Background: an optimization exercise with open tools, aiming at small area, a short achievable clock period and few clock cycles per item. Do not read the settings as production practice. Only simulation tests tie the RTL to the original design; equivalence was not proved.

==> inputs of job 9310 <==
Design elgamal32_sign_verify_unit, start of the top module:
module elgamal32_sign_verify_unit (
  input  wire logic                          clk,
  input  wire logic                          rst,
  input  wire logic                          psel,
  input  wire logic                          penable,
  input  wire logic                          pwrite,
  input  wire logic [3:0]                    paddr,
  input  wire logic [31:0]                   pwdata,
  output logic [31:0]                        prdata,
  output logic                               pready,
  input  wire logic                          req_valid,
  output logic                               req_stall,
  input  wire logic [128:0]                  req_word,
  output logic                               rsp_valid,
  input  wire logic                          rsp_stall,
  output logic [65:0]                        rsp_word
);
Settings: LEC_CHECK=0, CAP_MARGIN=20, CORE_MARGIN=2, CORE_UTILIZATION=40, SETUP_SLACK_MARGIN=5, SLEW_MARGIN=20; clock period 10.0 ns.
run.sh (not shown) runs the stock make flow with config.mk's settings and CLKGATE_MAP_FILE= SYNTH_SCRIPT=/design/flow/synth_recipe.tcl, a recipe that flattens the netlist after the stock synthesis.
==> job 4227: changes against job 9310 <==
--- a/flow/design.v
+++ b/flow/design.v
@@ -113,76 +113,14 @@
       default:                        x = 2'd0;
     endcase
     xneg = d[2] & ~(d[1] & d[0]);
     w = s + c + {1'b0, cin} + (xneg ? ~x : x) + {1'b0, xneg};
     q = p1 ? w : (2'd0 - w);
   end
 endmodule
-module elg_mont_look (
-  input  wire logic [5:0] s,
-  input  wire logic [5:0] c,
-  input  wire logic       cin,
-  input  wire logic [2:0] d0,       
-  input  wire logic [2:0] d1,
-  input  wire logic [2:0] d2,
-  input  wire logic [1:0] q0,       
-  input  wire logic [5:0] b,
-  input  wire logic [5:0] p,
-  output logic      [1:0] q1,
-  output logic      [1:0] q2
-);
-  logic [5:0] mag0, x0, y0;
-  logic [3:0] mag1, x1, y1;
-  logic [1:0] mag2, x2;
-  logic       n0, n1, n2;
-  logic [5:0] l1;
-  logic [3:0] l2;
-  logic [1:0] w1, w2;
-  always_comb begin
-    case (d0)
-      3'b001, 3'b010, 3'b101, 3'b110: mag0 = b;
-      3'b011, 3'b100:                 mag0 = {b[4:0], 1'b0};
-      default:                        mag0 = 6'd0;
-    endcase
-    n0 = d0[2] & ~(d0[1] & d0[0]);
-    x0 = n0 ? ~mag0 : mag0;
-    case (q0)
-      2'd1:    y0 = p;
-      2'd2:    y0 = {p[4:0], 1'b0};
-      2'd3:    y0 = ~{p[5:1], 1'b0};
-      default: y0 = 6'd0;
-    endcase
-    l1 = s + c + {5'd0, cin} + x0 + {5'd0, n0} + y0;
-    case (d1)
-      3'b001, 3'b010, 3'b101, 3'b110: mag1 = b[3:0];
-      3'b011, 3'b100:                 mag1 = {b[2:0], 1'b0};
-      default:                        mag1 = 4'd0;
-    endcase
-    n1 = d1[2] & ~(d1[1] & d1[0]);
-    x1 = n1 ? ~mag1 : mag1;
-    w1 = l1[3:2] + x1[1:0] + {1'b0, n1};
-    q1 = p[1] ? w1 : (2'd0 - w1);
-    case (q1)
-      2'd1:    y1 = p[3:0];
-      2'd2:    y1 = {p[2:0], 1'b0};
-      2'd3:    y1 = ~{p[3:1], 1'b0};
-      default: y1 = 4'd0;
-    endcase
-    l2 = l1[5:2] + x1 + {3'd0, n1} + y1;
-    case (d2)
-      3'b001, 3'b010, 3'b101, 3'b110: mag2 = b[1:0];
-      3'b011, 3'b100:                 mag2 = {b[0], 1'b0};
-      default:                        mag2 = 2'd0;
-    endcase
-    n2 = d2[2] & ~(d2[1] & d2[0]);
-    x2 = n2 ? ~mag2 : mag2;
-    w2 = l2[3:2] + x2 + {1'b0, n2};
-    q2 = p[1] ? w2 : (2'd0 - w2);
-  end
-endmodule
 `default_nettype wire
 `default_nettype none
 module elgamal32_sign_verify_unit (
   input  wire logic                          clk,
   input  wire logic                          rst,
   input  wire logic                          psel,
   input  wire logic                          penable,
@@ -372,69 +310,50 @@
   elg_mod_unit u_mod (
     .abit   (A[31]),
     .r      (R[31:0]),
     .b      (B[31:0]),
     .m      (M),
     .r_next (r_next)
   );
-  logic [35:0] s_mid, c_mid;
-  logic        cin_mid;
-  logic [1:0]  q_mid, q_nx;
-  elg_mont_step u_mont1 (
+  elg_mont_step u_mont (
     .d        (md),
     .q        (mq),
     .s        (R),
     .c        (C),
     .cin      (cin),
     .b        (B),
     .p        (p),
-    .s_next   (s_mid),
-    .c_next   (c_mid),
-    .cin_next (cin_mid)
-  );
-  elg_mont_step u_mont2 (
-    .d        (A[3:1]),
-    .q        (q_mid),
-    .s        (s_mid),
-    .c        (c_mid),
-    .cin      (cin_mid),
-    .b        (B),
-    .p        (p),
     .s_next   (s_next),
     .c_next   (c_next),
     .cin_next (cin_next)
   );
-  elg_mont_look u_look (
-    .s   (R[5:0]),
-    .c   (C[5:0]),
-    .cin (cin),
-    .d0  (md),
-    .d1  (A[3:1]),
-    .d2  (A[5:3]),
-    .q0  (mq),
-    .b   (B[5:0]),
-    .p   (p[5:0]),
-    .q1  (q_mid),
-    .q2  (q_nx)
-  );
   logic [36:0] t_sum1;
   assign t_sum1 = {R, 1'b1} + {C, cin};
   assign t_sum  = t_sum1[36:1];
   assign un    = mm ? t_sum : {4'b0000, r_next};
-  logic [1:0] q_first;
+  logic [1:0] q_first, q_next;
   logic [1:0] a_lo, b_lo;
   elg_mont_q u_qf (
     .d  ({a_lo, 1'b0}),
     .b  (b_lo),
     .s   (2'b00),
     .c   (2'b00),
     .cin (1'b0),
     .p1 (p[1]),
     .q  (q_first)
   );
+  elg_mont_q u_qn (
+    .d  (A[3:1]),
+    .b  (B[1:0]),
+    .s   (s_next[1:0]),
+    .c   (c_next[1:0]),
+    .cin (cin_next),
+    .p1 (p[1]),
+    .q  (q_next)
+  );
   logic [31:0] f1, f2;
   logic [31:0] fe;
   always_comb begin
     fe = isvf ? req_hash : req_k;
     if (pre) begin
       f1 = 32'h0001_0000;
       f2 = 32'd0;
@@ -485,15 +404,15 @@
   bsel_t  bs;
   v1sel_t v1s;
   v2sel_t v2s;
   v3sel_t v3s;
   esel_t  es;
   logic [31:0] ext;
   logic [6:0]  cvt_cnt;      
-  assign cvt_cnt = mont ? 7'd67 : 7'd31;
+  assign cvt_cnt = mont ? 7'd65 : 7'd31;
   always_comb begin
     state_n  = sb;
     rs       = R_HOLD;
     as       = A_HOLD;
     bs       = B_HOLD;
     v1s      = V1_HOLD;
     v2s      = V2_HOLD;
@@ -582,51 +501,51 @@
           if (ei == 5'd0) begin
             state_n = ST_EX_END;
           end else begin
             ei_n    = ei - 5'd1;
             state_n = ST_EX_FETCH;
           end
         end else begin
-          gl = 1'b1; as = A_R; bs = B_R; gmm = mont; gc = mont ? 7'd9 : 7'd31;
+          gl = 1'b1; as = A_R; bs = B_R; gmm = mont; gc = mont ? 7'd17 : 7'd31;
           state_n = ST_EX_SQ;
         end
       end
       state[I_EX_SQ]: begin
         if (glast) begin
           if (eb1 | eb2) begin
-            gl = 1'b1; as = A_UN; bs = B_BASE; gmm = mont; gc = mont ? 7'd9 : 7'd31;
+            gl = 1'b1; as = A_UN; bs = B_BASE; gmm = mont; gc = mont ? 7'd17 : 7'd31;
             state_n = ST_EX_MUL;
           end else if (ei == 5'd0) begin
             state_n = ST_EX_END;
           end else begin
-            gl = 1'b1; as = A_UN; bs = B_UN; gmm = mont; gc = mont ? 7'd9 : 7'd31;
+            gl = 1'b1; as = A_UN; bs = B_UN; gmm = mont; gc = mont ? 7'd17 : 7'd31;
             ei_n    = ei - 5'd1;
             state_n = ST_EX_SQ;
           end
         end
       end
       state[I_EX_MUL]: begin
         if (glast) begin
           if (ei == 5'd0) begin
             state_n = ST_EX_END;
           end else begin
-            gl = 1'b1; as = A_UN; bs = B_UN; gmm = mont; gc = mont ? 7'd9 : 7'd31;
+            gl = 1'b1; as = A_UN; bs = B_UN; gmm = mont; gc = mont ? 7'd17 : 7'd31;
             ei_n    = ei - 5'd1;
             state_n = ST_EX_SQ;
           end
         end
       end
       state[I_EX_END]: begin
         if (pre) begin
           state_n = ST_PC_GH;
         end else if (one) begin
           rs = R_ONE;
           state_n = ST_EX_FIX;
         end else if (mont) begin
-          gl = 1'b1; as = A_R; bs = B_ONE; gmm = 1'b1; gc = 7'd9;
+          gl = 1'b1; as = A_R; bs = B_ONE; gmm = 1'b1; gc = 7'd17;
           state_n = ST_EX_CVT;
         end else begin
           state_n = ST_EX_FIX;
         end
       end
       state[I_EX_CVT]: begin
         if (glast) state_n = ST_EX_FIX;
@@ -634,15 +553,15 @@
       state[I_EX_FIX]: begin
         if (R[35]) rs = R_ADD;
         if (!isvf)       state_n = ST_SG_A;
         else if (shamir) state_n = ST_VF_L;
         else             state_n = ST_VF_CMP;
       end
       state[I_PC_GH]: begin
-        gl = 1'b1; as = A_V1; bs = B_R; gmm = 1'b1; gc = 7'd9;
+        gl = 1'b1; as = A_V1; bs = B_R; gmm = 1'b1; gc = 7'd17;
         state_n = ST_PC_GG;
       end
       state[I_PC_GG]: begin
         if (glast) begin
           dgg_n    = 1'b1;
           gv_n     = 1'b1;
           pre_n    = 1'b0;
@@ -772,15 +691,15 @@
       state[I_VF_ARED]: begin
         if (glast) begin
           dv2_n = 1'b1;
           state_n = ST_VF_HA0;
         end
       end
       state[I_VF_HA0]: begin
-        gl = 1'b1; as = A_V1; bs = B_R; gmm = mont; gc = mont ? 7'd9 : 7'd31;
+        gl = 1'b1; as = A_V1; bs = B_R; gmm = mont; gc = mont ? 7'd17 : 7'd31;
         state_n = ST_VF_HA;
       end
       state[I_VF_HA]: begin
         if (glast) begin
           dv3_n    = 1'b1;
           ei_n     = 5'd31;
           one_n    = 1'b1;
@@ -869,15 +788,15 @@
       R_ONE:   R_n = 36'd1;
       R_B:     R_n = {{2{B[33]}}, B};
       R_ADD:   R_n = {4'b0000, eu_add};
       default: R_n = {4'b0000, eu_sub[31:0]};
     endcase
     case (as)
       A_HOLD:  A_n = A;
-      A_STEP:  A_n = mm ? {{4{A[33]}}, A[33:4]} : {A[32:0], 1'b0};
+      A_STEP:  A_n = mm ? {{2{A[33]}}, A[33:2]} : {A[32:0], 1'b0};
       A_SHR:   A_n = {3'b000, A[31:1]};
       A_EXT:   A_n = {2'b00, ext};
       A_R:     A_n = R[33:0];
       A_UN:    A_n = un[33:0];
       A_V1:    A_n = {2'b00, V1};
       default: A_n = V3;
     endcase
@@ -924,16 +843,16 @@
     end
     if (f_sub & ~eu_sub[32]) begin
       V1_n = eu_sub[31:0];
       R_n  = {4'b0000, eu_add};
     end
     C_n   = gl ? 36'd0 : ((gbusy & mm & ~glast) ? c_next : C);
     cin_n = gl ? 1'b0 : ((gbusy & mm & ~glast) ? cin_next : cin);
-    md_n    = gl ? {a_lo, 1'b0} : ((gbusy & mm & ~glast) ? A[5:3] : md);
-    mq_n    = gl ? q_first : ((gbusy & mm & ~glast) ? q_nx : mq);
+    md_n    = gl ? {a_lo, 1'b0} : ((gbusy & mm & ~glast) ? A[3:1] : md);
+    mq_n    = gl ? q_first : ((gbusy & mm & ~glast) ? q_next : mq);
     glast_n = gbusy_n & (gcnt_n == 7'd0);
   end
   always_ff @(posedge clk) begin
     R      <= R_n;
     C      <= C_n;
     cin    <= cin_n;
     A      <= A_n;
==> metrics.csv <==
stage;metric;value;unit
floorplanning;Rows;136;
grt;antenna violations before repair;10;
logic_synthesis;Synth Area in Simple Gates;0.158;
finish;fraction of area in multi-input gates;0.581;
grt;first-pass GRT wire length;400;mm
sta;Tmin final;6.20;ns
drt;DR vias;58300;
grt;M1 GR Usage;0.485;
logic_synthesis;post-synthesis compound-gate area fraction;0.248;
drt;final WL;289;mm
clock_network;post-CTS sizing;472;
status;status;no timing/DRC/antenna violations;
the above is filed under job 9310

==> metrics.csv <==
stage;metric;value;unit
grt;antenna violations before repair;25;
finish;fraction of area in multi-input gates;0.570;
sta;Tmin final;5.16;ns
status;status;no timing/DRC/antenna violations;
logic_synthesis;post-synthesis compound-gate area fraction;0.266;
logic_synthesis;Synth Area in Simple Gates;0.167;
the above is filed under job 4227

Testbench counts of job 9310, summed over its fixed seeds: cycles 235,096, items 320.
Testbench counts of job 4227, summed over its fixed seeds: cycles 367,076, items 320.

## what the ideal ports hide
The flow's constraints put no driver on any port. The routed layouts listed below were extracted and timed again, unchanged, in two steps. Step 1 (the two cells are an assumption about what drives the block):
set clk [get_ports {clk}]
set_driving_cell -lib_cell sky130_fd_sc_hd__clkbuf_16 $clk
set_driving_cell -lib_cell sky130_fd_sc_hd__buf_2 [delete_from_list [all_inputs] $clk]
Step 2 times the ports against the registers' clock, not the clock port: input delays grow and output delays shrink by t, the midpoint of the rising clock arrivals with the driver on. Slacks: ideal ports / drivers / drivers and shift; pairs: ideal ports / drivers.
run | t (ns) | setup slack, ns | latest minus earliest clock arrival (ns)
job 9310 | 0.739 | 3.801 / 3.801 / 3.801 | 0.024 / 0.024
job 4227 | 0.777 | 4.836 / 4.796 / 4.796 | 0.034 / 0.034
After both steps setup and hold are still met in every run listed. For job 4227, which loses most, drivers alone change the setup slack by -0.040 ns; drivers and shift together by -0.040 ns.
